Source: an optimization exercise on an open RTL-to-GDS flow (aim: small area and a short achievable clock period). Production flows keep margins and buffers that such runs may drop.
RTL that was checked went through simulation tests only; none was proved equivalent to the original.
Only the layout flow was run in runs 1 and 3; the RTL was not checked for function there.
Power is estimated from default activity; no workload was simulated.

==> design/flow/config.mk <==
export PLATFORM = sky130hd
export DESIGN_NAME = mem_responder
export DESIGN_NICKNAME = mem_responder
export VERILOG_FILES = /design/flow/design.v
export SDC_FILE = /design/flow/constraint.sdc
export NUM_CORES = 4
export LEC_CHECK = 0
export ABC_CLOCK_PERIOD_IN_PS = 2500
export CAP_MARGIN = 20
export CORE_MARGIN = 2
export CORE_UTILIZATION = 45
export SETUP_SLACK_MARGIN = 2.0
export SLEW_MARGIN = 20
==> design/flow/constraint.sdc <==
create_clock -name core_clock -period 4.5 [get_ports {clk}]
set_input_delay 0.9000 -clock core_clock [delete_from_list [all_inputs] [get_ports {clk}]]
set_output_delay 0.9000 -clock core_clock [all_outputs]
set_load 0.01 [all_outputs]
==> design/flow/design.v <==
package mem_responder_pkg;
   localparam int N_RING   = 4;
   localparam int RING_LEN = 64;
   localparam int POS_W    = 6;
   localparam int WSTEP    = 5;
   localparam int RSTEP    = 3;
   localparam int INVERT   = 0;
   localparam logic [3:0] NOP = 4'd0;
   localparam logic [3:0] ADD = 4'd1;
   localparam logic [3:0] SUB = 4'd2;
   localparam logic [3:0] AND = 4'd3;
   localparam logic [3:0] NOT = 4'd4;
   localparam logic [3:0] RD  = 4'd5;
   localparam logic [3:0] WR  = 4'd6;
   localparam logic [3:0] BR  = 4'd7;
   localparam logic [3:0] BRZ = 4'd8;
   function automatic logic is_store(input logic [3:0] op);
      return (op == WR);
   endfunction
endpackage
module mem_array #(
   parameter int unsigned word_sz  = 16,
   parameter int unsigned n_ring   = 2,
   parameter int unsigned ring_len = 128,
   parameter int unsigned wstep    = 5,
   parameter int unsigned rstep    = 3,
   parameter int unsigned invert   = 0
) (
   input  logic                  i_clk,
   input  logic [n_ring-1:0]     i_wring,
   input  logic [7:0]            i_wlo,
   input  logic [ring_len/8-1:0] i_whi,
   input  logic [n_ring-1:0]     i_wring_n,
   input  logic [7:0]            i_wlo_n,
   input  logic [ring_len/8-1:0] i_whi_n,
   input  logic [word_sz-1:0]    i_wdata,
   input  logic [n_ring*ring_len-1:0] i_rsel,
   input  logic                  i_csel,
   input  logic                  i_xsel,
   input  logic [word_sz-1:0]    i_xdata,
   input  logic                  i_hold,
   input  logic [word_sz-1:0]    i_hdata,
   output logic [word_sz-1:0]    o_rdata
);
   localparam int unsigned N = n_ring * ring_len;
   logic [N-1:0][word_sz-1:0] r_cell;
   function automatic logic inv_at(input int unsigned p);
      inv_at = (invert != 0) && (((p / wstep) % 2) == 1);
   endfunction
   always_ff @(posedge i_clk) begin
      for (int r = 0; r < n_ring; r++) begin
         for (int p = 0; p < ring_len; p++) begin
            if (p % wstep == 0 && invert == 0) begin
               if (i_wring[r]
                   && i_wlo[((p + ring_len - 1) % ring_len) % 8]
                   && i_whi[((p + ring_len - 1) % ring_len) / 8])
                  r_cell[r * ring_len + p] <= i_wdata;
               else
                  r_cell[r * ring_len + p] <= r_cell[r * ring_len + (p + ring_len - 1) % ring_len];
            end else if (p % wstep == 0) begin
               r_cell[r * ring_len + p] <= ~(
                  ({word_sz{i_wring[r]
                            & i_wlo[((p + ring_len - 1) % ring_len) % 8]
                            & i_whi[((p + ring_len - 1) % ring_len) / 8]}}
                   & (inv_at(p) ? i_wdata : ~i_wdata))
                | ({word_sz{i_wring_n[r]
                            | i_wlo_n[((p + ring_len - 1) % ring_len) % 8]
                            | i_whi_n[((p + ring_len - 1) % ring_len) / 8]}}
                   & r_cell[r * ring_len + (p + ring_len - 1) % ring_len]));
            end else begin
               r_cell[r * ring_len + p] <= r_cell[r * ring_len + p - 1];
            end
         end
      end
   end
   logic [word_sz-1:0] w_true;      
   logic [word_sz-1:0] w_comp;      
   always_comb begin
      w_true     = ({word_sz{i_xsel}} & i_xdata) | ({word_sz{i_hold}} & i_hdata);
      w_comp     = '0;
      for (int r = 0; r < n_ring; r++)
         for (int p = 0; p < ring_len; p++)
            if (p % rstep == 0 || p == ring_len - 1) begin
               if (inv_at(p)) begin
                  w_comp = w_comp | ({word_sz{i_rsel[r * ring_len + p]}}
                                     & r_cell[r * ring_len + p]);
               end else begin
                  w_true = w_true | ({word_sz{i_rsel[r * ring_len + p]}}
                                     & r_cell[r * ring_len + p]);
               end
            end
   end
   assign o_rdata = w_true | ({word_sz{i_csel}} & ~w_comp);
endmodule
import mem_responder_pkg::*;
module mem_responder #(
   parameter int unsigned word_sz     = 16,
   parameter int unsigned mem_sz      = 256,
   parameter int unsigned wait_cycles = 2
) (
   input  logic               clk,
   input  logic               rst,
   input  logic               bus_req_valid,
   output logic               bus_req_ready,
   input  logic               bus_req_write,
   input  logic [word_sz-1:0] bus_req_addr,
   input  logic [word_sz-1:0] bus_req_wdata,
   output logic               bus_rsp_valid,
   input  logic               bus_rsp_ready,
   output logic [word_sz-1:0] bus_rsp_rdata,
   output logic               bus_rsp_err
);
   localparam int unsigned NR     = mem_responder_pkg::N_RING;
   localparam int unsigned RING_W = $clog2(NR);
   localparam int unsigned POS_W  = mem_responder_pkg::POS_W;
   localparam int unsigned LEN    = mem_responder_pkg::RING_LEN;
   localparam int unsigned NHI    = LEN / 8;
   logic               r_live;      
   logic               r_ready;     
   logic               r_s1;        
   logic               r_s2;        
   logic               r_s3;        
   logic               r_valid;     
   logic               r_err;       
   logic               r_wr;        
   logic [word_sz-1:0] r_wdata;
   logic [NR-1:0]      r_rring;     
   logic [NR-1:0]      r_wring;     
   logic [7:0]         r_lo;        
   logic [NHI-1:0]     r_hi;        
   logic [NR-1:0]      r_wring_n;   
   logic [7:0]         r_lo_n;
   logic [NHI-1:0]     r_hi_n;
   logic [word_sz-1:0] r_rsp_rdata;
   logic [NR*LEN-1:0]  r_rsel;      
   logic               r_csel;      
   logic               r_xsel;      
   logic [POS_W-1:0]   r_rot;       
   logic               w_accept;
   logic               w_in_range;
   logic [POS_W-1:0]   w_at;
   logic [NR-1:0]      w_ring;
   logic               w_whit;      
   logic [word_sz-1:0] w_arr_rdata;
   assign w_accept   = r_ready && bus_req_valid;
   assign w_in_range = (32'(bus_req_addr) < mem_sz);
   assign w_at       = bus_req_addr[POS_W-1:0] + r_rot;
   always_comb begin
      w_ring = '0;
      w_ring[bus_req_addr[POS_W +: RING_W]] = 1'b1;
   end
   logic [7:0]         w_lo_nx;
   logic [NHI-1:0]     w_hi_nx;
   logic [NR-1:0]      w_rring_nx;
   logic [NR*LEN-1:0]  w_rsel_nx;
   logic               w_csel_nx;
   always_comb begin
      if (w_accept) begin
         w_lo_nx    = 8'b1 << w_at[2:0];
         w_hi_nx    = NHI'(1) << w_at[POS_W-1:3];
         w_rring_nx = (!bus_req_write && w_in_range) ? w_ring : '0;
      end else begin
         w_lo_nx    = {r_lo[6:0], r_lo[7]};
         w_hi_nx    = r_lo[7] ? {r_hi[NHI-2:0], r_hi[NHI-1]} : r_hi;
         w_rring_nx = r_s3 ? '0 : r_rring;
      end
      w_rsel_nx = '0;
      w_csel_nx = 1'b0;
      for (int r = 0; r < NR; r++)
         for (int p = 0; p < LEN; p++)
            if (p % mem_responder_pkg::RSTEP == 0 || p == LEN - 1) begin
               w_rsel_nx[r * LEN + p] = w_rring_nx[r] && w_lo_nx[p % 8] && w_hi_nx[p / 8];
               if (mem_responder_pkg::INVERT != 0 && ((p / mem_responder_pkg::WSTEP) % 2) == 1)
                  w_csel_nx = w_csel_nx || w_rsel_nx[r * LEN + p];
            end
   end
   always_ff @(posedge clk or negedge rst) begin
      if (!rst) begin
         r_live  <= 1'b0;
         r_ready <= 1'b0;
         r_s1    <= 1'b0;
         r_s2    <= 1'b0;
         r_s3    <= 1'b0;
         r_valid <= 1'b0;
         r_rring <= '0;
      end else begin
         r_live  <= 1'b1;
         r_ready <= !r_live || (r_ready && !bus_req_valid) || (r_valid && bus_rsp_ready);
         r_s1    <= w_accept;
         r_s2    <= r_s1;
         r_s3    <= r_s2;
         r_valid <= r_s3 || (r_valid && !bus_rsp_ready);
         r_rring <= w_rring_nx;
      end
   end
   always_ff @(posedge clk) begin
      r_rot  <= r_rot + 1'b1;
      r_lo   <= w_lo_nx;
      r_lo_n <= ~w_lo_nx;
      r_hi   <= w_hi_nx;
      r_hi_n <= ~w_hi_nx;
      r_rsel <= w_rsel_nx;
      r_csel <= w_csel_nx;
      r_xsel <= w_accept && (bus_req_write || !w_in_range);
      if (w_accept) begin
         r_err   <= !w_in_range;
         r_wr    <= bus_req_write && w_in_range;
         r_wdata <= bus_req_wdata;
         r_wring   <= (bus_req_write && w_in_range) ? w_ring : '0;
         r_wring_n <= (bus_req_write && w_in_range) ? ~w_ring : '1;
      end else if (w_whit) begin
         r_wring   <= '0;
         r_wring_n <= '1;
      end
      r_rsp_rdata <= w_arr_rdata;
   end
   always_comb begin
      w_whit = 1'b0;
      for (int p = 0; p < LEN; p++)
         if (p % mem_responder_pkg::WSTEP == 0)
            w_whit = w_whit || (r_lo[((p + LEN - 1) % LEN) % 8] && r_hi[((p + LEN - 1) % LEN) / 8]);
   end
   mem_array #(
      .word_sz  (word_sz),
      .n_ring   (NR),
      .ring_len (LEN),
      .wstep    (mem_responder_pkg::WSTEP),
      .rstep    (mem_responder_pkg::RSTEP),
      .invert   (mem_responder_pkg::INVERT)
   ) u_mem_array (
      .i_clk     (clk),
      .i_wring   (r_wring),
      .i_wlo     (r_lo),
      .i_whi     (r_hi),
      .i_wring_n (r_wring_n),
      .i_wlo_n   (r_lo_n),
      .i_whi_n   (r_hi_n),
      .i_wdata   (r_wdata),
      .i_rsel    (r_rsel),
      .i_csel    (r_csel),
      .i_xsel    (r_xsel && r_wr),
      .i_xdata   (r_wdata),
      .i_hold    (!((|r_rsel) || r_xsel)),
      .i_hdata   (r_rsp_rdata),
      .o_rdata   (w_arr_rdata)
   );
   assign bus_req_ready = r_ready;
   assign bus_rsp_valid = r_valid;
   assign bus_rsp_rdata = r_rsp_rdata;
   assign bus_rsp_err   = r_err;
endmodule
==> design/flow/flow/run.sh <==
#!/bin/bash
# Standard layout with a leaner clock tree: no dummy loads, larger sink clusters.
export CTS_ARGS="-sink_clustering_enable -repair_clock_nets -dont_use_dummy_load -buf_list {sky130_fd_sc_hd__clkbuf_8 sky130_fd_sc_hd__clkbuf_16} -sink_clustering_size 30 -sink_clustering_max_diameter 60"
bash standard.sh > standard.log 2>&1
==> design/flow/standard.sh <==
#!/bin/bash
# synth_recipe.tcl (not shown) runs the flow's synth.tcl, then flattens the netlist and writes it again
# the make line also repeats each setting of config.mk as NAME=value (left out here)
make -C /OpenROAD-flow-scripts/flow DESIGN_CONFIG=/design/flow/config.mk WORK_HOME=/design/flow/orfs CLKGATE_MAP_FILE= SYNTH_SCRIPT=/design/flow/synth_recipe.tcl "${@:-finish}"
==> notes.md, run 1 <==
most common cell after layout, fill and taps aside=dfxtp_1; Post-Synth Simple-Gate Area=between 1.5 and 2%; Syn Nets=6701; Clock Latency Late Sink=just over 0.9 ns; HP Class=reg2reg; final hold vios=0; Die Span Y=488.3 µm; Arr. time, crit path=3.34 ns; hpwl dp=230.8 mm; Clk pwr share=30.6%; Power Dens Cells=between 500 and 600 mW/mm²; CTS sink cnt=4255; R2R Setup Slk=just under 2 ns; IO Pins=56; antenna-violating nets left=0; Buffers on Ports=55; GRT Overall Usage=31.14%; Flop pwr share=about 67%; WL final=380.1 mm; Non-Filler Instances=9972; RR Startpoint=r_rsel[82]; Residual DRC=0; Clock Path Buffers=3; vias in the first global route=53390; initial core utilization=45.31%; # fillers=about 19000; Worst Setup End Kind=flop; sw frac=21.21%; Reg clk slew, reported paths=0.11 ns; status=finished clean; starting DRC count in detailed routing=between 9000 and 10000; post-synthesis mux area share=~8.9%; worst r2r dst=r_rsp_rdata[5]; Mapped Area=around 0.11 mm²; Rel. slew slack=23.16%; Switch Pwr=between 10 and 15 mW; crit path max fanout=17; compound-cell area share of the yosys netlist=6.407%; Pint=48.10 mW; Multi-input gate area=slightly below 0.02 mm²; via count=~58000; share of cells above drive strength 1=23.11%; Placer Congestion=0.9032; Syn Area/Cell=15.86 µm²; maximum vdd drop=~470 µV; Synth warnings=2; post-synthesis adder-cell area fraction=0.09009%; Gate power share=about 2.0%; Setup TNS=0 ns; nets@finish=6871; Startpoint Class=flop; max-slew violation count=0; asr flop ratio synth=less than 1%; most frequent cells in the layout=dfxtp_1, mux2_2, a22o_1; global route overflow=0; Synth Instances=~6700; P&R area growth vs syn=11.30%; Post-Synth XOR/XNOR Area=0.08298%; number of max-cap violations=0; critical setup path kind=reg2reg; Critical Path RT=5.29 ns; Leak=between 40 and 50 nW; period utilization=56.85%; Final Skew=0.08620 ns; Placed Cells=9671; Hold Crit Start=u_mem_array.r_cell[2064]; cell row count=approximately 180; Worst Hold Path EP=u_mem_array.r_cell[2080]; Seq cells post-synth=approximately 4300; fin crit period=2.558 ns; TritonCTS clock tree=yes; initial antenna violation count=64; DR vias/cell=5.774; largest family of logic cells by synthesized area=multiplexers; largest net degree at the start of global routing=between 50 and 60; Worst Tran Pin Value=between 1 and 1.5 ns; first-pass GRT wire length=488.6 mm; RSZ-0062 raised after global routing=yes; top_reg_cell synth=dfxtp_1; total iterations of the first detailed-routing run=6; Post-synth EDFFs=22; FF-to-FF path depth=8; register area share after synthesis=80.96%; fmax=approximately 0.4 GHz; Core ar.=0.2330 mm²; H-tree Lvls=4; WL per Instance=38.11 µm; Synth cell types=61; CTS buffer count=190; Final Setup Violations=0; Root Driver=clkbuf_16; Die Wd=between 400 and 500 µm; hold depth=0; register area=0.08578 mm²; Die Area=0.2385 mm²
## synthesized netlist by cell type (2+ instances only)
cell      count  area [µm²]
dfxtp_1    4223       84540
mux2_2      834        9392
a22o_1      335        2934
a221oi_1    329        2882
clkbuf_1    203       762.0
buf_2       131       655.6
nand4_1     104       650.6
nand3_1      72       360.4
nor2_1       60       225.2
nand2_1      58       217.7
a22oi_1      32       240.2
buf_1        25       93.84
nor4_1       23       143.9
edfxtp_1     22       660.6
a21oi_1      20       100.1
a2111o_1     16       180.2
or4_1        16       120.1
nor3_1       14       70.07
and2_1       12       75.07
inv_1        12       45.04
dfrtp_1      10       250.2
buf_6         9       101.4
nand2b_1      8       50.05
a221oi_2      7       105.1
o21ai_0       7       35.03
ha_1          6       75.07
xor2_1        6       52.55
a211oi_1      5       37.54
and3_1        5       31.28
mux2i_1       4       40.04
o31ai_1       4       30.03
or3_1         4       25.02
xnor2_1       4       35.03
a21boi_0      2       15.01
a22o_2        2       20.02
a41oi_1       2       17.52
and4_1        2       17.52
nor2b_1       2       12.51
o21ai_1       2       10.01
o22ai_1       2       12.51
o32ai_1       2       17.52
o41ai_1       2       17.52
## stage by stage
stage | area (µm²) | hold slack [ns] | power, mW | setup WS [ns] | util, %
final | 117500 | 0.2518 | 61.05 | 1.942 | 50.42
after detailed placement | 110400 | 0.3121 | 43.05 | 0.9804 | 47.40
after CTS | 116300 | 0.2647 | 60.95 | 1.632 | 49.91
after global routing | 117400 | 0.2556 | 62.57 | 1.930 | 50.41
after global placement | 110400 | 0.3095 | 42.99 | 0.9568 | 47.39
after floorplan | 105700 | 0.3096 | 42.08 | 1.898 | -
## cell families (layout without fill, tap and decap cells)
family                     Yosys count  after routing
other                                1             16
muxes                              838            838
DFF                               4255           4255
xor gates and xnor gates            10             10
and+or+nand+nor                    385            385
buffers and inverters              381            549
AOI/OAI and AO/OA                  780            780
adders and majority gates            7              7
## worst max-delay path by stage
stage               slack, ns               end  cells past startpoint       startpoint
global placement         0.96       r_rsel[228]                      7  bus_req_addr[1]
finish                   1.94    r_rsp_rdata[5]                      8       r_rsel[82]
detailed placement       0.98       r_rsel[228]                      7  bus_req_addr[1]
CTS                      1.63  bus_rsp_rdata[3]                      1   r_rsp_rdata[3]
floorplan                1.90       r_rsel[234]                      7  bus_req_addr[0]
global route             1.93    r_rsp_rdata[5]                      8       r_rsel[82]
## sequential cells by signal, indices dropped and copies added (netlist names)
signal and count:
r_wdata 16, r_lo 8, r_live 1, u_mem_array.r_cell 4096, r_rsel 88, r_s1 1
r_xsel 1, r_ready 1, r_rsp_rdata 16, r_hi 8, r_s3 1, r_err 1
r_rot 6, r_rring 4, r_valid 1, r_wr 1, r_wring 4, r_s2 1
## metal layers
metal  share of wire (%)  routed length [µm]  GRT usage (%)  vias up
li1                    -                   -              -    23410
met1                  41              156000          43.42    29300
met2                  41              154400          43.33     3973
met3                  13               48180          9.718      883
met4                 5.6               21320          15.67       18
met5               0.049                 186         0.3470        -
## worst max-delay path, cell delays in order (launching register included)
cell and delay [ns]:
dfxtp_2 0.32, buf_8 0.26, nor4_1 0.37, nand4_1 0.23, or4_4 0.50, nor3_4 0.28
buf_6 0.15, buf_12 0.18, a2111o_1 0.16
## power by group through the flow
| stage | registers [mW] | logic (mW) | clock network, mW |
|---|---|---|---|
| 2_1_floorplan | 41.4 | 0.728 | 0 |
| 3_3_place_gp | 41.9 | 1.05 | 0 |
| 3_5_place_dp | 42.0 | 1.07 | 0 |
| 4_1_cts | 41.1 | 1.17 | 18.7 |
| 5_1_grt | 41.3 | 1.26 | 20.0 |
| 6_report | 41.2 | 1.21 | 18.7 |
## layout make-up
class / instances / area share [%]
timing repair buffer: 347 / 2.897
sequential: 4255 / 73.02
tap: 3132 / 3.336
inverter: 12 / 0.04047
multi-input combinational: 2021 / 16.63
antenna: 15 / 0.03195
clock buffer: 190 / 4.047
## timing repair
item                       CTS  global route
gates cloned                 0             1
pin swaps                    3             9
hold buffers                 0             0
setup endpoints to repair  410           241
buffers inserted            26            69
resized for setup          234           113
==> run 2: changes to the inputs <==
--- a/design/flow/design.v
+++ b/design/flow/design.v
@@ -133,6 +133,7 @@
    logic [NHI-1:0]     r_hi_n;
    logic [word_sz-1:0] r_rsp_rdata;
    logic [NR*LEN-1:0]  r_rsel;      
+   logic               r_rhit;      
    logic               r_csel;      
    logic               r_xsel;      
    logic [POS_W-1:0]   r_rot;       
@@ -153,6 +154,7 @@
    logic [NHI-1:0]     w_hi_nx;
    logic [NR-1:0]      w_rring_nx;
    logic [NR*LEN-1:0]  w_rsel_nx;
+   logic               w_rhit_nx;
    logic               w_csel_nx;
    always_comb begin
       if (w_accept) begin
@@ -165,11 +167,13 @@
          w_rring_nx = r_s3 ? '0 : r_rring;
       end
       w_rsel_nx = '0;
+      w_rhit_nx = 1'b0;
       w_csel_nx = 1'b0;
       for (int r = 0; r < NR; r++)
          for (int p = 0; p < LEN; p++)
             if (p % mem_responder_pkg::RSTEP == 0 || p == LEN - 1) begin
                w_rsel_nx[r * LEN + p] = w_rring_nx[r] && w_lo_nx[p % 8] && w_hi_nx[p / 8];
+               w_rhit_nx = w_rhit_nx || w_rsel_nx[r * LEN + p];
                if (mem_responder_pkg::INVERT != 0 && ((p / mem_responder_pkg::WSTEP) % 2) == 1)
                   w_csel_nx = w_csel_nx || w_rsel_nx[r * LEN + p];
             end
@@ -200,6 +204,7 @@
       r_hi   <= w_hi_nx;
       r_hi_n <= ~w_hi_nx;
       r_rsel <= w_rsel_nx;
+      r_rhit <= w_rhit_nx;
       r_csel <= w_csel_nx;
       r_xsel <= w_accept && (bus_req_write || !w_in_range);
       if (w_accept) begin
@@ -240,7 +245,7 @@
       .i_csel    (r_csel),
       .i_xsel    (r_xsel && r_wr),
       .i_xdata   (r_wdata),
-      .i_hold    (!((|r_rsel) || r_xsel)),
+      .i_hold    (!(r_rhit || r_xsel)),
       .i_hdata   (r_rsp_rdata),
       .o_rdata   (w_arr_rdata)
    );
==> run 2 against run 1 <==
Against the previous run: still clean on timing, DRC and antenna; clock skew up 0.015 ns; flip-flop and latch count up 1; via count down 0.67%; first-iteration DRC count up 4.3%; non-clock buffer count down 77; synthesized cell count up 0.86%; sequential share of layout area up 1.1 points; count of clock-buffer cells in the layout down 3; register-to-register slack worse by 0.04 ns; worst hold slack worse by 0.014 ns; core utilization down 0.66 points; clock power about the same; largest cell class unchanged; largest power group unchanged.
==> notes.md, run 2 <==
maximum vdd drop=480.1 µV; Synth warnings=2; Final Setup Violations=0; crit path max fanout=6; Leak=45.63 nW; asr flop ratio synth=0.2350%; cell row count=~180; Clock Latency Late Sink=0.91 ns; synth top area cells=dfxtp_1, mux2_2, a22oi_1; RR Startpoint=r_rot[0]; Synth Instances=6714; Die Span Y=487.2 µm; Buffers on Ports=55; status=finished clean; antenna-violating nets left=0; top flop regs=u_mem_array.r_cell: 4096 flops, r_rsel: 88 flops; final hold vios=0; Hold Crit Start=u_mem_array.r_cell[278]; Placer Congestion=0.8865; WL per Instance=~38 µm; most frequent cells in the layout=dfxtp_1, mux2_2, a22oi_1; RSZ-0062 raised after global routing=yes; Worst Setup End Kind=flop; number of max-cap violations=0; Arr. time, crit path=3.35 ns; vias in the first global route=52890; H-tree Lvls=4; Power Total=59.83 mW; via count=57200; total iterations of the first detailed-routing run=9; Mapped Area=0.1051 mm²; IO Pins=56; CP max-delay cell=fa_2; register area share after synthesis=81.34%; CTS buffer count=187; Rel. slew slack=18.12%; CP startpoint=r_rot[0]; P&R area growth vs syn=10.03%; fin crit period=2.601 ns; cell with the most instances after synthesis=dfxtp_1; critical setup path kind=reg2reg; Setup TNS=0 ns; hpwl dp=222.3 mm; max-slew violation count=0; global route overflow=0; Commonest cells post-synth=dfxtp_1, mux2_2, a22oi_1; Most Frequent Cell on Critical Path=buf_4; share of cells above drive strength 1=~22%; Clock Path Buffers=3; CTS sink cnt=approximately 4300; worst r2r dst=r_rhit; initial antenna violation count=58; Finished Cell Area=between 0.1 and 0.15 mm²; max reg flops=4096; Power Dens Cells=517.5 mW/mm²; DR vias/cell=5.800; DP Area=~0.11 mm²; most common cell after layout, fill and taps aside=dfxtp_1; Core ar.=approximately 0.23 mm²; Final Skew=0.1012 ns; GRT Overall Usage=30.50%; Die Area=0.2374 mm²; top_reg_cell synth=dfxtp_1; Critical Path RT=about 5.3 ns; Startpoint Class=flop; cell chain of the critical path=ha_4 > fa_2 > and3_4 > buf_4 > o21ai_4 > a22oi_2 > a41oi_2 > buf_6 > buf_4 > o22ai_2 > a32oi_1 > nand4_1; Worst Tran Pin Value=1.228 ns; post-synth top area cell=dfxtp_1; FF-to-FF path depth=12; WL final=371.9 mm; largest net degree at the start of global routing=54; Synth cell types=slightly below 60; Most flops, register=u_mem_array.r_cell; Reg clk slew, reported paths=0.10 ns; R2R Setup Slk=between 1.5 and 2 ns; hold depth=0; period utilization=57.81%; Root Driver=clkbuf_16; starting DRC count in detailed routing=9622; Post-Route Hold Slack=0.2380 ns; fmax=0.3844 GHz; nets@finish=6845; Worst Hold Path EP=u_mem_array.r_cell[294]; Syn Nets=~6800; Post-synth EDFFs=22; Synth top area share=80.48%; CP max stage delay=0.36 ns; HP Class=reg2reg; Syn Area/Cell=around 16 µm²; Die Wd=just under 500 µm; first-pass GRT wire length=between 400 and 500 mm; TritonCTS clock tree=yes; initial core utilization=45.23%; Residual DRC=0; Seq cells post-synth=4256
==> run 2: changes by cell type in the layout (fill, tap and decap cells not counted), sizes merged, moves of 32 or more <==
cell / change
a221oi: -223
a222oi: +32
a22o: -223
a22oi: +423
buf: -77
nand2: -34
nand3: +49
nor3: +79
==> run 2: kinds of logic after synthesis <==
family	Yosys count	share of synthesized area, %
AOI/OAI and AO/OA	769	5.847
xor gates and xnor gates	8	0.06668
adders and majority gates	7	0.09050
buffers and inverters	393	1.429
DFF	4256	81.34
muxes	839	8.983
other	1	0.003569
and+or+nand+nor	441	2.237
==> run 2: layout make-up <==
cell class                      count  area (µm²)
Timing Repair Buffer              270        2216
Multi-Input combinational cell   2065       19140
Inverter                           21       86.33
Sequential cell                  4256       85650
Antenna cell                       19       47.55
Tap cell                         3043        3807
Fill cell                       19410      116700
Clock buffer                      187        4679
==> run 2: worst max path at each step <==
stage | to | slack, ns | cells past startpoint
after global routing | r_rhit | 1.78 | 12
after floorplan | r_rhit | 1.54 | 9
after detailed placement | r_rhit | 0.64 | 11
final | r_rhit | 1.90 | 12
after global placement | r_rhit | 0.62 | 10
after CTS | bus_rsp_rdata[3] | 1.60 | 1
==> run 2: where the power goes <==
group          switching, mW  internal (mW)
clock                   11.1           7.43
combinational          0.597          0.459
sequential             0.829           39.4
total                   12.5           47.3
==> run 2: critical path, delay by kind of cell (launching register included) <==
family                     cells  cell delay [ns]
DFF                            1             0.35
buffers and inverters          3             0.44
adders and majority gates      2             0.53
AOI/OAI and AO/OA              5             0.87
and+or+nand+nor                2             0.29
==> run 2: timing repair <==
action	4_1_cts	5_1_grt
endpoints found under the hold margin	0	0
endpoints found under the setup margin	262	212
hold buffers	0	0
buffers inserted	19	20
gates resized for setup	108	30
pin swaps	9	12
==> run 2: through the flow <==
step,setup WS (ns),instances,util (%)
finish,1.899,9861,49.77
global route,1.778,9843,49.75
CTS,1.599,9822,49.62
detailed placement,0.6445,9616,47.40
global placement,0.6161,9616,47.40
floorplan,1.544,6714,-
==> run 2: metal layers <==
metal | wire (µm) | track usage (%)
met2 | 153000 | 43.11
met1 | 156000 | 43.17
met5 | 288 | 0
met4 | 21130 | 15.24
met3 | 41530 | 7.765
==> run 3: changes to the inputs <==
--- a/design/flow/design.v
+++ b/design/flow/design.v
@@ -133,7 +133,6 @@
    logic [NHI-1:0]     r_hi_n;
    logic [word_sz-1:0] r_rsp_rdata;
    logic [NR*LEN-1:0]  r_rsel;      
-   logic               r_rhit;      
    logic               r_csel;      
    logic               r_xsel;      
    logic [POS_W-1:0]   r_rot;       
@@ -154,7 +153,6 @@
    logic [NHI-1:0]     w_hi_nx;
    logic [NR-1:0]      w_rring_nx;
    logic [NR*LEN-1:0]  w_rsel_nx;
-   logic               w_rhit_nx;
    logic               w_csel_nx;
    always_comb begin
       if (w_accept) begin
@@ -167,13 +165,11 @@
          w_rring_nx = r_s3 ? '0 : r_rring;
       end
       w_rsel_nx = '0;
-      w_rhit_nx = 1'b0;
       w_csel_nx = 1'b0;
       for (int r = 0; r < NR; r++)
          for (int p = 0; p < LEN; p++)
             if (p % mem_responder_pkg::RSTEP == 0 || p == LEN - 1) begin
                w_rsel_nx[r * LEN + p] = w_rring_nx[r] && w_lo_nx[p % 8] && w_hi_nx[p / 8];
-               w_rhit_nx = w_rhit_nx || w_rsel_nx[r * LEN + p];
                if (mem_responder_pkg::INVERT != 0 && ((p / mem_responder_pkg::WSTEP) % 2) == 1)
                   w_csel_nx = w_csel_nx || w_rsel_nx[r * LEN + p];
             end
@@ -204,7 +200,6 @@
       r_hi   <= w_hi_nx;
       r_hi_n <= ~w_hi_nx;
       r_rsel <= w_rsel_nx;
-      r_rhit <= w_rhit_nx;
       r_csel <= w_csel_nx;
       r_xsel <= w_accept && (bus_req_write || !w_in_range);
       if (w_accept) begin
@@ -245,7 +240,7 @@
       .i_csel    (r_csel),
       .i_xsel    (r_xsel && r_wr),
       .i_xdata   (r_wdata),
-      .i_hold    (!(r_rhit || r_xsel)),
+      .i_hold    (!((|r_rsel) || r_xsel)),
       .i_hdata   (r_rsp_rdata),
       .o_rdata   (w_arr_rdata)
    );
==> design/flow/flow/run.sh (replaced) <==
#!/bin/bash
# Standard layout with a leaner clock tree: no dummy loads, larger sink clusters.
export CTS_ARGS="-sink_clustering_enable -repair_clock_nets -dont_use_dummy_load -buf_list {sky130_fd_sc_hd__clkbuf_8 sky130_fd_sc_hd__clkbuf_16} -sink_clustering_size 24 -sink_clustering_max_diameter 50"
bash standard.sh > standard.log 2>&1
==> design/flow/config.mk (replaced) <==
export PLATFORM = sky130hd
export DESIGN_NAME = mem_responder
export DESIGN_NICKNAME = mem_responder
export VERILOG_FILES = /design/flow/design.v
export SDC_FILE = /design/flow/constraint.sdc
export NUM_CORES = 4
export LEC_CHECK = 0
export ABC_CLOCK_PERIOD_IN_PS = 2000
export CAP_MARGIN = 20
export CORE_MARGIN = 2
export CORE_UTILIZATION = 45
export SETUP_SLACK_MARGIN = 2.3
export SLEW_MARGIN = 20
==> run 3 against run 2 <==
Against the previous run: the layout now fails its checks (antenna violations); combinational power grew 22%; die area grew 0.45%; final cell count grew 4.8%; setup slack gained 0.17 ns; design area grew 7.5%; global-route usage grew 1.9 points; maximum frequency grew 7.2%; synthesized cell count shrank 0.85%; synthesized area grew 0.45%; core utilization grew 3.6 points; flip-flop and latch count shrank 1; power grew 9.7%; critical path type unchanged; highest routed layer unchanged.
==> notes.md, run 3 <==
Mapped Area=between 0.1 and 0.15 mm²; Final Setup Violations=0; CP max-delay cell=dfxtp_4; Setup TNS=0 ns; starting DRC count in detailed routing=9711; CP max stage delay=0.45 ns; crit path max fanout=7; fmax=between 0.4 and 0.5 GHz; final setup margin=2.072 ns; critical setup path kind=reg2reg; fin crit period=2.428 ns; synth top area cells=dfxtp_1, mux2_2, a22o_1; Root Driver=clkbuf_16; first-pass GRT wire length=about 510 mm; Syn Area/Cell=15.86 µm²; Non-Filler Instances=10340; Synth Instances=6657; total iterations of the first detailed-routing run=6; Power Dens Cells=528.0 mW/mm²; IO Pins=56; Arr. time, crit path=3.28 ns; Finished Cell Area=0.1243 mm²; antenna-violating nets left=1; CTS sink cnt=between 4000 and 5000; number of max-cap violations=0; Blocking Checks=antenna violations; register area share after synthesis=80.96%; cell chain of the critical path=buf_4 > buf_4 > nor4_1 > nand4_1 > nor3_4 > buf_6 > buf_12 > a2111o_1; Placer Congestion=0.9118; Most flops, register=u_mem_array.r_cell; initial antenna violation count=47; Synth top area share=80.09%; hpwl dp=228.9 mm; Clock Path Buffers=4; TritonCTS clock tree=yes; Post-Route Hold Slack=0.2584 ns; Final Skew=0.09053 ns; Commonest cells post-synth=dfxtp_1, mux2_2, a22o_1; Worst Setup End Kind=flop; Synth cell types=61; DP Area=0.1104 mm²; Seq cells post-synth=4255; Core ar.=0.2330 mm²; Placed Cells=9648; post-synth top area cell=dfxtp_1; Residual DRC=0; most frequent cells in the layout=dfxtp_1, mux2_2, buf_4; Synth warnings=2; top_reg_cell synth=dfxtp_1; global route overflow=0; H-tree Lvls=5; RSZ-0062 raised after global routing=yes; Setup WS pre-CTS=just over 0.9 ns; GRT Overall Usage=about a third; CTS buffer count=283; status=failed layout checks; Clock Latency Late Sink=0.95 ns; Die Area=0.2385 mm²; largest net degree at the start of global routing=54; Startpoint Class=flop; Flop pwr share=62.8%; Clk pwr share=35.3%; sw frac=between 20% and 30%; cell with the most instances after synthesis=dfxtp_1; WL final=~400 mm; cell row count=~180; period utilization=53.95%; maximum vdd drop=roughly 470 µV; P&R area growth vs syn=17.78%; Syn Nets=6701; nets@finish=7229; Worst Tran Pin Value=1.004 ns; most common cell after layout, fill and taps aside=dfxtp_1; Buffers on Ports=55; asr flop ratio synth=0.2350%; max reg flops=approximately 4100; Pint=51.76 mW; vias in the first global route=between 50000 and 60000; HP Class=reg2reg; Die Span Y=488.3 µm; WL per Instance=38.44 µm; via count=60350; DR vias/cell=around 5.8; initial core utilization=a little under half; Reg clk slew, reported paths=0.08 ns; Most Frequent Cell on Critical Path=buf_4; Die Wd=488.3 µm; max-slew violation count=0; Switch Pwr=~14 mW; share of cells above drive strength 1=between 20% and 30%; final hold vios=0; Leak=50.00 nW; Gate power share=2.0%; top flop regs=u_mem_array.r_cell: 4096 flops, r_rsel: 88 flops; Post-synth EDFFs=22; Rel. slew slack=33.07%; Critical Path RT=5.36 ns
run 3: cell count changes after synthesis, moves of 32 or more:
cell and delta:
nor3_1 -78, nand3_1 -49, nand2_1 +35, buf_2 +124, a222oi_1 -32, clkbuf_1 -137
a221oi_1 +216, a22oi_1 -420, a22o_1 +221
run 3: logic make-up after synthesis:
logic type / share of synthesized area [%]
other: 0.003553
AO/OA/AOI/OAI: 6.407
flip-flops: 80.96
buffers and inverters: 1.585
multiplexers: 8.935
AND/OR/NAND/NOR: 1.940
adder cells (fa/ha/maj): 0.09009
XOR/XNOR: 0.08297
run 3: per-layer routing:
metal	vias up	global-route usage (%)	share of wire [%]
met2	4545	45.34	41
met3	1156	10.70	13
met1	30460	43.57	40
li1	24160	-	-
met5	-	0.2449	0.060
met4	26	19.02	6.7
run 3: critical path, delay by kind of cell (launching register included):
family,cells,cell delay (ns)
and+or+nand+nor,3,0.97
buffers and inverters,4,0.71
DFF,1,0.45
AOI/OAI and AO/OA,1,0.17
run 3: power groups by stage:
stage          combinational (mW)  clock, mW  sequential, mW
2_1_floorplan               0.739          0            41.4
4_1_cts                      1.21       23.1            41.1
5_1_grt                      1.34       24.6            41.3
3_5_place_dp                 1.09          0            42.0
3_3_place_gp                 1.06          0            41.9
6_report                     1.29       23.2            41.2
run 3: path summary, 6_finish.rpt:
kind	start	endpoint	cells past startpoint	slack, ns
worst min-delay path	u_mem_array.r_cell[3401]	u_mem_array.r_cell[3417]	0	0.26
worst min register to register	u_mem_array.r_cell[3401]	u_mem_array.r_cell[3417]	0	0.26
max in group asynchronous	rst	r_s1	1	3.89
worst max-delay path	r_rsel[246]	r_rsp_rdata[4]	8	2.07
worst max register to register	r_rsel[246]	r_rsp_rdata[4]	8	2.07
min in group asynchronous	rst	r_ready	1	0.27
run 3: metrics by stage:
| step | utilization, % | total power [mW] |
|---|---|---|
| floorplan | - | 42.10 |
| global placement | 47.38 | 42.98 |
| detailed placement | 47.39 | 43.06 |
| CTS | 52.78 | 65.45 |
| global route | 53.34 | 67.24 |
| finish | 53.36 | 65.63 |
run 3: cell type report:
class                      count  area (µm²)
fill                       18690      108700
antenna                       21       52.55
sequential                  4255       85840
clock buffer                 283        7082
tap                         3132        3919
timing repair buffer         611        6825
inverter                      12       57.56
multi-input combinational   2022       20540
run 3: repair_timing:
| item | CTS | global route |
|---|---|---|
| gates resized for setup | 544 | 128 |
| endpoints found under the hold margin | 0 | 0 |
| gates cloned | 2 | 1 |
| endpoints found under the setup margin | 688 | 169 |
| hold buffers | 0 | 0 |
| pin swaps | 61 | 62 |
| setup buffers | 326 | 55 |
==> run 4: changes to the inputs <==
--- a/design/flow/design.v
+++ b/design/flow/design.v
@@ -132,7 +132,7 @@
    logic [7:0]         r_lo_n;
    logic [NHI-1:0]     r_hi_n;
    logic [word_sz-1:0] r_rsp_rdata;
-   logic [NR*LEN-1:0]  r_rsel;      
+   logic [LEN-1:0]     r_tap;       
    logic               r_csel;      
    logic               r_xsel;      
    logic [POS_W-1:0]   r_rot;       
@@ -152,7 +152,8 @@
    logic [7:0]         w_lo_nx;
    logic [NHI-1:0]     w_hi_nx;
    logic [NR-1:0]      w_rring_nx;
-   logic [NR*LEN-1:0]  w_rsel_nx;
+   logic [LEN-1:0]     w_tap_nx;
+   logic [NR*LEN-1:0]  w_rsel;
    logic               w_csel_nx;
    always_comb begin
       if (w_accept) begin
@@ -164,15 +165,19 @@
          w_hi_nx    = r_lo[7] ? {r_hi[NHI-2:0], r_hi[NHI-1]} : r_hi;
          w_rring_nx = r_s3 ? '0 : r_rring;
       end
-      w_rsel_nx = '0;
+      w_tap_nx  = '0;
       w_csel_nx = 1'b0;
+      for (int p = 0; p < LEN; p++)
+         if (p % mem_responder_pkg::RSTEP == 0 || p == LEN - 1) begin
+            w_tap_nx[p] = w_lo_nx[p % 8] && w_hi_nx[p / 8];
+            if (mem_responder_pkg::INVERT != 0 && ((p / mem_responder_pkg::WSTEP) % 2) == 1)
+               w_csel_nx = w_csel_nx || (w_tap_nx[p] && (|w_rring_nx));
+         end
+   end
+   always_comb begin
       for (int r = 0; r < NR; r++)
          for (int p = 0; p < LEN; p++)
-            if (p % mem_responder_pkg::RSTEP == 0 || p == LEN - 1) begin
-               w_rsel_nx[r * LEN + p] = w_rring_nx[r] && w_lo_nx[p % 8] && w_hi_nx[p / 8];
-               if (mem_responder_pkg::INVERT != 0 && ((p / mem_responder_pkg::WSTEP) % 2) == 1)
-                  w_csel_nx = w_csel_nx || w_rsel_nx[r * LEN + p];
-            end
+            w_rsel[r * LEN + p] = r_rring[r] && r_tap[p];
    end
    always_ff @(posedge clk or negedge rst) begin
       if (!rst) begin
@@ -199,7 +204,7 @@
       r_lo_n <= ~w_lo_nx;
       r_hi   <= w_hi_nx;
       r_hi_n <= ~w_hi_nx;
-      r_rsel <= w_rsel_nx;
+      r_tap  <= w_tap_nx;
       r_csel <= w_csel_nx;
       r_xsel <= w_accept && (bus_req_write || !w_in_range);
       if (w_accept) begin
@@ -236,11 +241,11 @@
       .i_wlo_n   (r_lo_n),
       .i_whi_n   (r_hi_n),
       .i_wdata   (r_wdata),
-      .i_rsel    (r_rsel),
+      .i_rsel    (w_rsel),
       .i_csel    (r_csel),
       .i_xsel    (r_xsel && r_wr),
       .i_xdata   (r_wdata),
-      .i_hold    (!((|r_rsel) || r_xsel)),
+      .i_hold    (!(((|r_rring) && (|r_tap)) || r_xsel)),
       .i_hdata   (r_rsp_rdata),
       .o_rdata   (w_arr_rdata)
    );
==> design/flow/flow/run.sh (replaced) <==
#!/bin/bash
# Standard layout with a leaner clock tree: no dummy loads, clkbuf_8 sink buffers.
export CTS_ARGS="-sink_clustering_enable -repair_clock_nets -dont_use_dummy_load -buf_list {sky130_fd_sc_hd__clkbuf_8 sky130_fd_sc_hd__clkbuf_16} -root_buf sky130_fd_sc_hd__clkbuf_16 -sink_clustering_buffer sky130_fd_sc_hd__clkbuf_8 -sink_clustering_size 20 -sink_clustering_max_diameter 45"
bash standard.sh > standard.log 2>&1
==> design/flow/config.mk (replaced) <==
export PLATFORM = sky130hd
export DESIGN_NAME = mem_responder
export DESIGN_NICKNAME = mem_responder
export VERILOG_FILES = /design/flow/design.v
export SDC_FILE = /design/flow/constraint.sdc
export NUM_CORES = 4
export LEC_CHECK = 0
export ABC_CLOCK_PERIOD_IN_PS = 2500
export CAP_MARGIN = 20
export CORE_MARGIN = 2
export CORE_UTILIZATION = 45
export SETUP_SLACK_MARGIN = 2.0
export SLEW_MARGIN = 20
==> run 4 against run 3 <==
Against the previous run: now clean on timing, DRC and antenna; synthesized area shrank 1.5%; synthesized cell count down 0.17%; register-to-register slack worse by 0.15 ns; maximum frequency fell by 5.7%; count of clock-buffer cells in the layout rose by 41; sequential power decreased by 3%; worst hold slack improved by 0.0067 ns; clock power down about 20%; final cell count shrank 3.9%; global-route usage is 7.5 points lower; combinational power up 4%; largest power group unchanged.
==> notes.md, run 4 <==
Syn Nets=6690; CTS buffer count=324; Die Area=around 0.23 mm²; DR vias/cell=about 5.4; final hold vios=0; met1 WL=roughly 130 mm; first-pass GRT wire length=between 400 and 500 mm; routed wl met3=24.84 mm; Synth Instances=6646; Clock Latency Late Sink=0.96 ns; WL per Instance=about 31 µm; P&R area growth vs syn=10.31%; Die Span Y=484.6 µm; total iterations of the first detailed-routing run=7; hold depth=0; Mapped Area=a little over 0.1 mm²; Post-synth EDFFs=22; Die Wd=484.6 µm; Critical Path RT=5.33 ns; Synth warnings=2; top layer in use=met4; most frequent cells in the layout=dfxtp_1, mux2_2, a22oi_1; WL final=slightly above 300 mm; Setup TNS=0 ns; FF-to-FF path depth=7; top_reg_cell synth=dfxtp_1; fin crit period=2.575 ns; via count=54130; initial core utilization=about 45%; Leak=45.39 nW; synth top area cells=dfxtp_1, mux2_2, a22oi_1; Rel. slew slack=29.39%; maximum vdd drop=460.5 µV; Core Util, Final=49.86%; starting DRC count in detailed routing=5833; CTS sink cnt=4189; Synth cell types=58; Seq cells post-synth=4189; wire length on met2=133.5 mm; share of cells above drive strength 1=22.04%; Final Skew=just under 0.1 ns; top flop regs=u_mem_array.r_cell: 4096 flops, r_tap: 22 flops; IO Pins=56; RSZ-0062 raised after global routing=yes; DP Area=0.1086 mm²; most common cell after layout, fill and taps aside=dfxtp_1; critical setup path kind=reg2reg; period utilization=57.22%; TritonCTS clock tree=yes; fmax=0.3884 GHz; Root Driver=clkbuf_16; Arr. time, crit path=3.40 ns; Most flops, register=u_mem_array.r_cell; number of max-cap violations=0; Placer Congestion=roughly 0.87; crit path max fanout=7; initial antenna violation count=12; global route overflow=0; # fillers=~19000; Worst Setup End Kind=flop; Power Dens Cells=~520 mW/mm²; Commonest cells post-synth=dfxtp_1, mux2_2, a22oi_1; max-slew violation count=0; Clock Path Buffers=4; Startpoint Class=flop; nets@finish=approximately 6900; Worst Tran Pin Value=1.059 ns; vias in the first global route=52370; GRT Overall Usage=24.94%; Buffers on Ports=55; Residual DRC=0; Post-Route Hold Slack=0.2651 ns; Reg clk slew, reported paths=0.11 ns; antenna-violating nets left=0; cell with the most instances after synthesis=dfxtp_1; Final Setup Violations=0; H-tree Lvls=5; hpwl dp=175.7 mm; max reg flops=4096; HP Class=reg2reg; asr flop ratio synth=0.2387%; Finished Cell Area=roughly 0.11 mm²; Syn Area/Cell=around 16 µm²; post-synth top area cell=dfxtp_1; largest net degree at the start of global routing=54; cell row count=about 180; Core ar.=~0.23 mm²; Synth top area share=80.08%; status=finished clean; register area share after synthesis=80.95%
==> run 4: final timing paths <==
kind | from | slack, ns | to
setup / recovery | r_tap[42] | 1.93 | r_rsp_rdata[2]
hold / removal | u_mem_array.r_cell[1196] | 0.27 | u_mem_array.r_cell[1212]
setup reg to reg | r_tap[42] | 1.93 | r_rsp_rdata[2]
hold reg to reg | u_mem_array.r_cell[1196] | 0.27 | u_mem_array.r_cell[1212]
max in group asynchronous | rst | 3.70 | r_rring[1]
min in group asynchronous | rst | 0.35 | r_rring[3]
==> run 4: area by class of cell <==
| class | count | area [µm²] | area share [%] |
|---|---|---|---|
| Clock buffer | 324 | 5011 | 4.371 |
| Multi-Input combinational cell | 2066 | 18660 | 16.28 |
| Sequential cell | 4189 | 84280 | 73.52 |
| Tap cell | 3026 | 3786 | 3.303 |
| Inverter | 26 | 108.9 | 0.09496 |
| Antenna cell | 7 | 17.52 | 0.01528 |
| Timing Repair Buffer | 295 | 2776 | 2.422 |
==> run 4: kinds of logic (layout without fill, tap and decap cells) <==
family	Yosys count	after routing	synth area share [%]
buffers and inverters	391	645	1.446
DFF	4189	4189	80.95
xor gates and xnor gates	11	11	0.09270
and+or+nand+nor	359	359	1.813
muxes	839	839	9.082
AOI/OAI and AO/OA	849	849	6.518
other	1	8	0.003608
adders and majority gates	7	7	0.09150
==> run 4: through the flow <==
| step | instances | total power [mW] | setup slack [ns] |
|---|---|---|---|
| 2_1_floorplan | 6646 | 40.83 | 1.964 |
| 3_3_place_gp | 9532 | 41.83 | 1.196 |
| 3_5_place_dp | 9532 | 41.88 | 1.293 |
| 4_1_cts | 9880 | 59.95 | 1.868 |
| 5_1_grt | 9927 | 61.61 | 1.947 |
| 6_report | 9933 | 59.78 | 1.925 |
==> run 4: power breakdown <==
group	switching [mW]	total [mW]	internal (mW)
Combinational	0.777	1.34	0.567
Clock	11.1	18.6	7.46
Sequential	0.947	39.8	38.9
Total	12.9	59.8	46.9
==> run 4: worst max-delay path, stage by stage (launching register included) <==
cell and delay, ns:
dfxtp_4 0.48, buf_4 0.24, a22o_1 0.21, a221oi_1 0.21, nand4_1 0.12, o21ai_0 0.69
nand4_1 0.15, or3_1 0.32
==> run 4: metal layers <==
metal / global-route usage (%) / vias to the layer above
met1: 35.43 / 27700
met2: 37.92 / 2452
met3: 4.516 / 546
met5: 0 / -
met4: 9.416 / 0
li1: - / 23430
==> run 4: repair_timing <==
action	CTS	global route
hold buffers	0	0
pin swaps	2	12
gates cloned	0	1
gates resized for setup	120	24
endpoints found under the setup margin	48	20
buffers inserted	24	45
==> run 5: changes to the inputs <==
==> design/flow/flow/run.sh (replaced) <==
#!/bin/bash
# Standard layout with a leaner clock tree: no dummy loads, larger sink clusters.
export CTS_ARGS="-sink_clustering_enable -repair_clock_nets -dont_use_dummy_load -buf_list {sky130_fd_sc_hd__clkbuf_8 sky130_fd_sc_hd__clkbuf_16} -sink_clustering_size 30 -sink_clustering_max_diameter 60"
bash standard.sh > standard.log 2>&1
--- a/design/flow/config.mk
+++ b/design/flow/config.mk
@@ -8,6 +8,6 @@
 export ABC_CLOCK_PERIOD_IN_PS = 2500
 export CAP_MARGIN = 20
 export CORE_MARGIN = 2
-export CORE_UTILIZATION = 45
+export CORE_UTILIZATION = 58
 export SETUP_SLACK_MARGIN = 2.0
 export SLEW_MARGIN = 20
==> run 5 against run 4 <==
Against the previous run: power fell by 0.97%; clock power decreased by 3%; non-clock buffer count decreased by 41; count of clock-buffer cells in the layout fell by 140; register-to-register slack improved by 0.04 ns; sequential share of layout area is 0.93 points higher; setup slack improved by 0.039 ns; die area decreased by 22%; critical path type unchanged; critical endpoint is now r_rsp_rdata[0]; flip-flop and latch count did not move; combinational power about the same; design area shrank 1.3%; synthesized area stayed put.
==> notes.md, run 5 <==
P&R area growth vs syn=8.914%; WL final=between 200 and 300 mm; Worst Setup End Kind=flop; total iterations of the first detailed-routing run=6; post-synth top area cell=dfxtp_1; Synth cell types=just under 60; compound-cell area share of the yosys netlist=about 6.5%; cell with the most instances after synthesis=dfxtp_1; largest family of logic cells by synthesized area=multiplexers; first-pass GRT wire length=401.8 mm; Final Setup Violations=0; Synth warnings=2; post-synthesis mux area share=9.082%; initial antenna violation count=18; max reg flops=4096; Die Area=between 0.15 and 0.2 mm²; Flop pwr share=between 60 and 70%; Reg clk slew, reported paths=0.11 ns; Startpoint Class=flop; TritonCTS clock tree=yes; Power Dens Cells=between 500 and 600 mW/mm²; Hold Crit Start=u_mem_array.r_cell[2813]; DR vias/cell=5.826; antenna-violating nets left=0; H-tree Lvls=4; Core Util, Final=a little under two thirds; Syn Nets=approximately 6700; Post-synth EDFFs=22; WL per Instance=32.93 µm; fmax=0.3944 GHz; nets@finish=6765; Arr. time, crit path=3.26 ns; Clock Path Buffers=3; register area share after synthesis=80.95%; final hold vios=0; number of max-cap violations=0; Die Wd=427.3 µm; Rel. slew slack=approximately 24%; HP Class=reg2reg; Clock Latency Late Sink=slightly below 0.9 ns; Final Skew=0.07106 ns; top_reg_cell synth=dfxtp_1; via count=52880; maximum vdd drop=~400 µV; Pint=approximately 47 mW; Switch Pwr=around 12 mW; synth top area cells=dfxtp_1, mux2_2, a22oi_1; max-slew violation count=0; Synth top area share=80.08%; GRT Overall Usage=31.85%; Buffers on Ports=55; Leak=44.90 nW; Synth Instances=6646; routed wl met3=23.52 mm; period utilization=56.35%; Mapped Area=roughly 0.10 mm²; Syn Area/Cell=15.64 µm²; CTS sink cnt=4189; R2R Setup Slk=1.96 ns; RR Startpoint=r_xsel; Setup TNS=0 ns; Clk pwr share=between 30 and 40%; worst r2r dst=r_rsp_rdata[0]; starting DRC count in detailed routing=a little under 6000; Commonest cells post-synth=dfxtp_1, mux2_2, a22oi_1; Root Driver=clkbuf_16; Die Span Y=427.3 µm; IO Pins=56; Most flops, register=u_mem_array.r_cell; Post-Synth XOR/XNOR Area=0.09270%; Placer Congestion=0.8557; CP Capture Point=r_rsp_rdata[0]; wire length on met2=133.3 mm; cell row count=155; Worst Tran Pin Value=1.132 ns; largest net degree at the start of global routing=58; crit path max fanout=16; RSZ-0062 raised after global routing=yes; CP startpoint=r_xsel; Critical Path RT=5.22 ns; global route overflow=0; top layer in use=met5; top flop regs=u_mem_array.r_cell: 4096 flops, r_tap: 22 flops; Core ar.=0.1782 mm²; Gate power share=approximately 2.3%; asr flop ratio synth=0.2387%; Post-Synth Simple-Gate Area=1.813%; CTS buffer count=approximately 180; most common cell after layout, fill and taps aside=dfxtp_1; Seq cells post-synth=4189; status=finished clean; sw frac=21.03%; share of cells above drive strength 1=19.74%; most frequent cells in the layout=dfxtp_1, mux2_2, a22oi_1; met1 WL=133.7 mm; Residual DRC=0; Post-Route Hold Slack=slightly below 0.3 ns; post-synthesis adder-cell area fraction=0.09150%; vias in the first global route=between 50000 and 60000; fin crit period=around 2.5 ns; FF-to-FF path depth=5; initial core utilization=58.31%; hpwl dp=between 150 and 200 mm; critical setup path kind=reg2reg
## run 5: cell counts after synthesis
No cell type changed its count.
## run 5: layout make-up
type	instances	area, µm²
fill	13290	65040
antenna	1	2.502
sequential	4189	84270
clock buffer	184	4604
inverter	26	103.9
tap	2355	2947
multi-input combinational	2066	18630
timing repair buffer	254	2635
## run 5: cells by family after synthesis
kind of cell	Yosys count
buffers and inverters	391
and+or+nand+nor	359
other	1
muxes	839
AOI/OAI and AO/OA	849
DFF	4189
adders and majority gates	7
xor gates and xnor gates	11
## run 5: through the flow
| step | instances | setup WS, ns | cell area [µm²] | power [mW] |
|---|---|---|---|---|
| floorplan | 6646 | 1.964 | 104000 | 40.83 |
| global placement | 8840 | 1.234 | 107700 | 41.84 |
| detailed placement | 8840 | 1.256 | 107700 | 41.88 |
| CTS | 9038 | 1.955 | 112600 | 59.30 |
| global route | 9074 | 1.984 | 113200 | 60.85 |
| finish | 9075 | 1.964 | 113200 | 59.20 |
## run 5: metal layers
metal	up-vias	GRT usage (%)
li1	23150	-
met2	2203	49.13
met1	27110	46.70
met3	414	5.071
met4	2	8.691
met5	-	0
## run 5: worst min path at each step
| stage | to | cells past startpoint | slack, ns |
|---|---|---|---|
| 2_1_floorplan | u_mem_array.r_cell[1000] | 0 | 0.31 |
| 6_report | u_mem_array.r_cell[2829] | 0 | 0.29 |
| 3_3_place_gp | u_mem_array.r_cell[227] | 0 | 0.31 |
| 4_1_cts | u_mem_array.r_cell[1405] | 0 | 0.28 |
| 3_5_place_dp | u_mem_array.r_cell[1010] | 0 | 0.31 |
| 5_1_grt | u_mem_array.r_cell[2864] | 0 | 0.29 |
## run 5: power by group through the flow
stage	Combinational, mW	Clock (mW)	Sequential (mW)
after floorplan	0.745	0	40.1
after detailed placement	1.28	0	40.6
after CTS	1.29	18.2	39.8
after global placement	1.27	0	40.6
after global routing	1.40	19.5	39.9
final	1.35	18.1	39.8
## run 5: timing repair
item / 4_1_cts / 5_1_grt
hold buffers: 0 / 0
pin swaps: 4 / 14
setup endpoints to repair: 33 / 15
cloned: 3 / 4
buffers inserted: 11 / 32
resized for setup: 72 / 32
## run 5: worst max-delay path, cell delays in order (launching register included)
cell and delay, ns:
dfxtp_1 0.74, inv_1 0.71, a31oi_1 0.33, nand4_1 0.10
nor4_1 0.38, nand4_1 0.16
==> run 6: changes to the inputs <==
--- a/design/flow/config.mk
+++ b/design/flow/config.mk
@@ -8,6 +8,6 @@
 export ABC_CLOCK_PERIOD_IN_PS = 2500
 export CAP_MARGIN = 20
 export CORE_MARGIN = 2
-export CORE_UTILIZATION = 58
+export CORE_UTILIZATION = 45
 export SETUP_SLACK_MARGIN = 2.0
 export SLEW_MARGIN = 20
==> run 6 against run 5 <==
Against the previous run: sequential power about the same; via count barely moved; sequential share of layout area shrank 0.54 points; power about the same; non-clock buffer count is 23 higher; final cell count up 7.7%; die area up 29%.
==> notes.md, run 6 <==
HP Class=reg2reg; Synth cell types=between 50 and 60; Residual DRC=0; Die Wd=484.6 µm; Buffers on Ports=between 50 and 60; Startpoint Class=flop; cell with the most instances after synthesis=dfxtp_1; Post-synth EDFFs=22; Synth top area share=80.08%; Leak=44.96 nW; Setup TNS=0 ns; met1 WL=134.3 mm; Syn Nets=6690; number of max-cap violations=0; max reg flops=4096; Rel. slew slack=28.57%; CP max-delay cell=dfxtp_4; cell family with most CP delay=compound AO/OA/AOI/OAI gates; antenna-violating nets left=0; vias in the first global route=50920; largest family of logic cells by synthesized area=multiplexers; CTS sink cnt=4189; Final Setup Violations=0; first-pass GRT wire length=404.4 mm; # fillers=19340; post-synthesis mux area share=a little under a tenth; Setup WS pre-CTS=1.293 ns; Root Driver=clkbuf_16; Clock Path Buffers=3; Placed Cells=9532; Core ar.=around 0.23 mm²; Synth warnings=2; Seq cells post-synth=4189; post-synth top area cell=dfxtp_1; max-slew violation count=0; hpwl dp=175.7 mm; Worst Tran Pin Value=1.071 ns; DR vias/cell=5.409; TritonCTS clock tree=yes; nets@finish=6787; Clock Latency Late Sink=about 0.9 ns; Non-Filler Instances=9773; synth top area cells=dfxtp_1, mux2_2, a22oi_1; Critical Path RT=5.22 ns; most frequent cells in the layout=dfxtp_1, mux2_2, a22oi_1; final hold vios=0; post-synthesis adder-cell area fraction=less than 1%; WL per Instance=30.74 µm; Synth Instances=6646; status=finished clean; top flop regs=u_mem_array.r_cell: 4096 flops, r_tap: 22 flops; Arr. time, crit path=about 3.3 ns; top layer in use=met4; Commonest cells post-synth=dfxtp_1, mux2_2, a22oi_1; largest net degree at the start of global routing=54; CP max stage delay=0.64 ns; Post-Synth Simple-Gate Area=1.813%; CTS Hold Bufs=0; initial core utilization=45.20%; routed wl met3=between 20 and 25 mm; Power Dens Cells=519.0 mW/mm²; Most flops, register=u_mem_array.r_cell; Post-Synth XOR/XNOR Area=less than 1%; CTS buffer count=between 150 and 200; Worst Setup End Kind=flop; wire length on met2=132.1 mm; Final Skew=0.1197 ns; cell chain of the critical path=buf_4 > a22o_1 > a221oi_1 > nand4_1 > a222oi_1 > nand4_1; CP Buf/Inv Count=1; fin crit period=2.603 ns; Reg clk slew, reported paths=roughly 0.10 ns; Mapped Area=between 0.1 and 0.15 mm²; Placer Congestion=0.8659; GRT Overall Usage=24.47%; crit path max fanout=28; starting DRC count in detailed routing=5836; compound-cell area share of the yosys netlist=6.518%; Syn Area/Cell=about 16 µm²; most common cell after layout, fill and taps aside=dfxtp_1; period utilization=57.84%; critical setup path kind=reg2reg; maximum vdd drop=497.1 µV; IO Pins=56; total iterations of the first detailed-routing run=6; asr flop ratio synth=less than 1%; global route overflow=0; via count=roughly 53000; initial antenna violation count=10; RSZ-0062 raised after global routing=yes; fmax=0.3842 GHz; cell row count=176; Most Frequent Cell on Critical Path=nand4_1; H-tree Lvls=4; register area share after synthesis=80.95%; top_reg_cell synth=dfxtp_1; Die Area=around 0.23 mm²; share of cells above drive strength 1=20.06%; Die Span Y=slightly below 500 µm; register area=0.08428 mm²; final setup margin=roughly 1.9 ns; P&R area growth vs syn=9.723%; Multi-input gate area=0.01864 mm²; WL final=300.4 mm
run 6: path summary, 6_finish.rpt:
kind	startpoint	endpoint	slack (ns)	cells past startpoint
hold / removal	u_mem_array.r_cell[332]	u_mem_array.r_cell[348]	0.25	0
min in group asynchronous	rst	r_rring[1]	0.40	1
max in group asynchronous	rst	r_valid	3.58	1
setup reg to reg	r_tap[57]	r_rsp_rdata[3]	1.90	6
setup / recovery	r_tap[57]	r_rsp_rdata[3]	1.90	6
hold reg to reg	u_mem_array.r_cell[332]	u_mem_array.r_cell[348]	0.25	0
run 6: kinds of logic after synthesis:
family                     count (synthesis)
buffers and inverters                    391
xor gates and xnor gates                  11
DFF                                     4189
other                                      1
muxes                                    839
and+or+nand+nor                          359
adders and majority gates                  7
AOI/OAI and AO/OA                        849
run 6: final cells by class:
| type | count | share of cell area, % |
|---|---|---|
| timing repair buffer | 277 | 2.305 |
| tap | 3026 | 3.320 |
| sequential | 4189 | 73.91 |
| antenna | 6 | 0.01317 |
| clock buffer | 183 | 4.016 |
| inverter | 26 | 0.09546 |
| multi-input combinational | 2066 | 16.34 |
run 6: metrics by stage:
step / total power, mW / hold WS [ns] / utilization (%) / cell area (µm²)
floorplan: 40.83 / 0.3096 / - / 104000
global placement: 41.83 / 0.3096 / 47.22 / 108600
detailed placement: 41.88 / 0.3121 / 47.22 / 108600
CTS: 59.29 / 0.2573 / 49.34 / 113400
global route: 60.84 / 0.2672 / 49.59 / 114000
finish: 59.19 / 0.2500 / 49.60 / 114000
run 6: where the power goes:
group          total (mW)  switching [mW]  internal (mW)
Clock                18.0            10.8           7.28
Combinational        1.30           0.753          0.551
Sequential           39.8           0.960           38.9
Total                59.2            12.5           46.7
run 6: timing repair:
action,CTS,global route
endpoints found under the hold margin,0,0
setup buffers,11,38
endpoints found under the setup margin,47,22
pin swaps,2,9
gates resized for setup,95,27
gates cloned,0,3
run 6: routing by layer:
layer / vias up / track usage [%]
met1: 27070 / 35.02
met5: - / 0
met2: 2176 / 37.67
li1: 23180 / -
met3: 441 / 4.017
met4: 0 / 8.270
==> run 7: changes to the inputs <==
==> design/flow/config.mk (replaced) <==
export PLATFORM = sky130hd
export DESIGN_NAME = mem_responder
export DESIGN_NICKNAME = mem_responder
export VERILOG_FILES = /design/flow/design.v
export SDC_FILE = /design/flow/constraint.sdc
export NUM_CORES = 4
export LEC_CHECK = 0
export CAP_MARGIN = 20
export CORE_MARGIN = 2
export CORE_UTILIZATION = 58
export SETUP_SLACK_MARGIN = 2.0
export SLEW_MARGIN = 20
==> run 7 against run 6 <==
Against the previous run: clock power hardly changed; routed wire length is 0.51% lower; setup slack better by 0.067 ns; die area is 22% lower; largest cell class unchanged; final cell count is 7.1% lower; maximum frequency is 2.6% higher.
==> notes.md, run 7 <==
Root Driver=clkbuf_16; post-synth top area cell=dfxtp_1; Synth Instances=6646; CP Buf/Inv Count=1; initial antenna violation count=18; CP max-delay cell=dfxtp_1; Die Span Y=about 430 µm; number of max-cap violations=0; Die Area=about 0.18 mm²; nets@finish=6765; M1 GR Usage=46.70%; met2 GRT Util=around half; most common cell after layout, fill and taps aside=dfxtp_1; hpwl dp=172.1 mm; Synth cell types=58; WL per Instance=32.93 µm; Die Wd=427.3 µm; DR vias/cell=5.826; busiest grt layer=met2; Synth warnings=2; via count=52880; WL final=between 200 and 300 mm; Residual DRC=0; CP max stage delay=between 0.7 and 0.8 ns; Core ar.=0.1782 mm²; Worst Setup End Kind=flop; cell chain of the critical path=inv_1 > a31oi_1 > nand4_1 > nor4_1 > nand4_1; cell row count=155; crit path max fanout=16; Non-Filler Instances=9075; Setup TNS=0 ns; max-slew violation count=0; vias in the first global route=50080; Power Dens Cells=523.0 mW/mm²; TritonCTS clock tree=yes; fin crit period=2.536 ns; period utilization=56.35%; Startpoint Class=flop; Post-synth EDFFs=22; Rel. slew slack=24.43%; top_reg_cell synth=dfxtp_1; Arr. time, crit path=3.26 ns; global route overflow=0; Syn Nets=roughly 6700; share of cells above drive strength 1=roughly a fifth; Critical Path RT=5.22 ns; Seq cells post-synth=around 4200; cell family with most CP delay=flip-flops; status=finished clean; Final Skew=0.07106 ns; synth top area cells=dfxtp_1, mux2_2, a22oi_1; cell with the most instances after synthesis=dfxtp_1; Commonest cells post-synth=dfxtp_1, mux2_2, a22oi_1; P&R area growth vs syn=8.914%; Setup WS pre-CTS=about 1.3 ns; Core Util, Final=63.51%; Worst Tran Pin Value=1.132 ns; Buffers on Ports=55; Clock Latency Late Sink=0.87 ns; final setup margin=1.964 ns; critical setup path kind=reg2reg; total iterations of the first detailed-routing run=6; fmax=roughly 0.4 GHz; Syn Area/Cell=15.64 µm²; most frequent cells in the layout=dfxtp_1, mux2_2, a22oi_1; Final Setup Violations=0; met3 Track Usage GR=under 10%; Synth top area share=80.08%; register area share after synthesis=80.95%; H-tree Lvls=4; Placer Congestion=0.8557; asr flop ratio synth=0.2387%; Post-Route Hold Slack=0.2898 ns; Reg clk slew, reported paths=0.11 ns; CTS buffer count=about 180; top flop regs=u_mem_array.r_cell: 4096 flops, r_tap: 22 flops; IO Pins=56; starting DRC count in detailed routing=roughly 5900; Most Frequent Cell on Critical Path=nand4_1; Mapped Area=0.1039 mm²; Most flops, register=u_mem_array.r_cell; largest net degree at the start of global routing=58; Leak=44.90 nW; final hold vios=0; HP Class=reg2reg; initial core utilization=58.31%; antenna-violating nets left=0; RSZ-0062 raised after global routing=yes; max reg flops=4096; first-pass GRT wire length=401.8 mm; Clock Path Buffers=3; Placed Cells=8840; maximum vdd drop=401.0 µV; CTS sink cnt=4189; GRT Overall Usage=31.85%
run 7: cell counts after synthesis:
No cell type changed its count.
run 7: metrics by stage:
| step | total power, mW | instance area (µm²) |
|---|---|---|
| floorplan | 40.83 | 104000 |
| global placement | 41.84 | 107700 |
| CTS | 59.30 | 112600 |
| finish | 59.20 | 113200 |
| detailed placement | 41.88 | 107700 |
| global route | 60.85 | 113200 |
run 7: cell families (layout without fill, tap and decap cells):
family / Yosys count / in the layout / share of synthesized area, %
DFF: 4189 / 4189 / 80.95
AOI/OAI and AO/OA: 849 / 849 / 6.518
muxes: 839 / 839 / 9.082
buffers and inverters: 391 / 464 / 1.446
and+or+nand+nor: 359 / 359 / 1.813
xor gates and xnor gates: 11 / 11 / 0.09270
adders and majority gates: 7 / 7 / 0.09150
other: 1 / 2 / 0.003608
run 7: final timing paths:
| check | slack [ns] | to | from | cells past startpoint |
|---|---|---|---|---|
| setup / recovery | 1.96 | r_rsp_rdata[0] | r_xsel | 5 |
| hold / removal | 0.29 | u_mem_array.r_cell[2829] | u_mem_array.r_cell[2813] | 0 |
| setup reg to reg | 1.96 | r_rsp_rdata[0] | r_xsel | 5 |
| hold reg to reg | 0.29 | u_mem_array.r_cell[2829] | u_mem_array.r_cell[2813] | 0 |
| max in group asynchronous | 3.76 | r_rring[0] | rst | 1 |
| min in group asynchronous | 0.35 | r_rring[1] | rst | 1 |
run 7: area by class of cell:
cell class	instances	area [µm²]
antenna	1	2.502
multi-input combinational	2066	18630
tap	2355	2947
clock buffer	184	4604
sequential	4189	84270
timing repair buffer	254	2635
inverter	26	103.9
fill	13290	65040
run 7: power by group:
| group | internal, mW | switching, mW | total (mW) |
|---|---|---|---|
| combinational | 0.560 | 0.786 | 1.35 |
| clock | 7.32 | 10.7 | 18.1 |
| sequential | 38.9 | 0.933 | 39.8 |
| total | 46.7 | 12.5 | 59.2 |
run 7: timing repair:
| item | in CTS | in global routing |
|---|---|---|
| cloned | 3 | 4 |
| pin swaps | 4 | 14 |
| setup endpoints to repair | 33 | 15 |
| gates resized for setup | 72 | 32 |
| hold buffers | 0 | 0 |
| setup buffers | 11 | 32 |
run 7: metal layers:
metal | vias to the layer above | share of wire (%)
li1 | 23150 | -
met1 | 27110 | 45
met2 | 2203 | 45
met3 | 414 | 7.9
met4 | 2 | 2.8
met5 | - | 0.0043

## afterwards: timing with drivers on the ports
No port has a modelled driver above. Below, the same layouts with a new extraction and two added sets of constraints.
Step 1 assumes that a clkbuf_16 drives the clock port and a buf_2 every other input.
Step 2 also shifts input and output timing later by t, the mid clock arrival at the registers, as if the neighbouring blocks saw the same clock.
a / b / c = no drivers / after step 1 / after step 2; a / b = the first two.
run	shift t [ns]	setup slack, ns	clock arrival spread, ns	worst data-port slew with drivers (ns)
run 1	0.944	1.942 / 1.938 / 1.167	0.118 / 0.117	0.11
run 2	0.955	1.899 / 1.899 / 1.034	0.118 / 0.118	0.05
run 3	1.012	2.072 / 1.993 / 1.348	0.128 / 0.128	0.06
run 4	0.997	1.925 / 1.925 / 1.214	0.098 / 0.098	0.05
run 5	0.930	1.964 / 1.962 / 1.257	0.082 / 0.083	0.06
run 6	0.920	1.897 / 1.897 / 1.230	0.137 / 0.137	0.07
run 7	0.930	1.964 / 1.962 / 1.257	0.082 / 0.083	0.06
For run 2, which loses most, drivers alone change the setup slack by 0.000 ns; drivers and shift together by -0.865 ns.
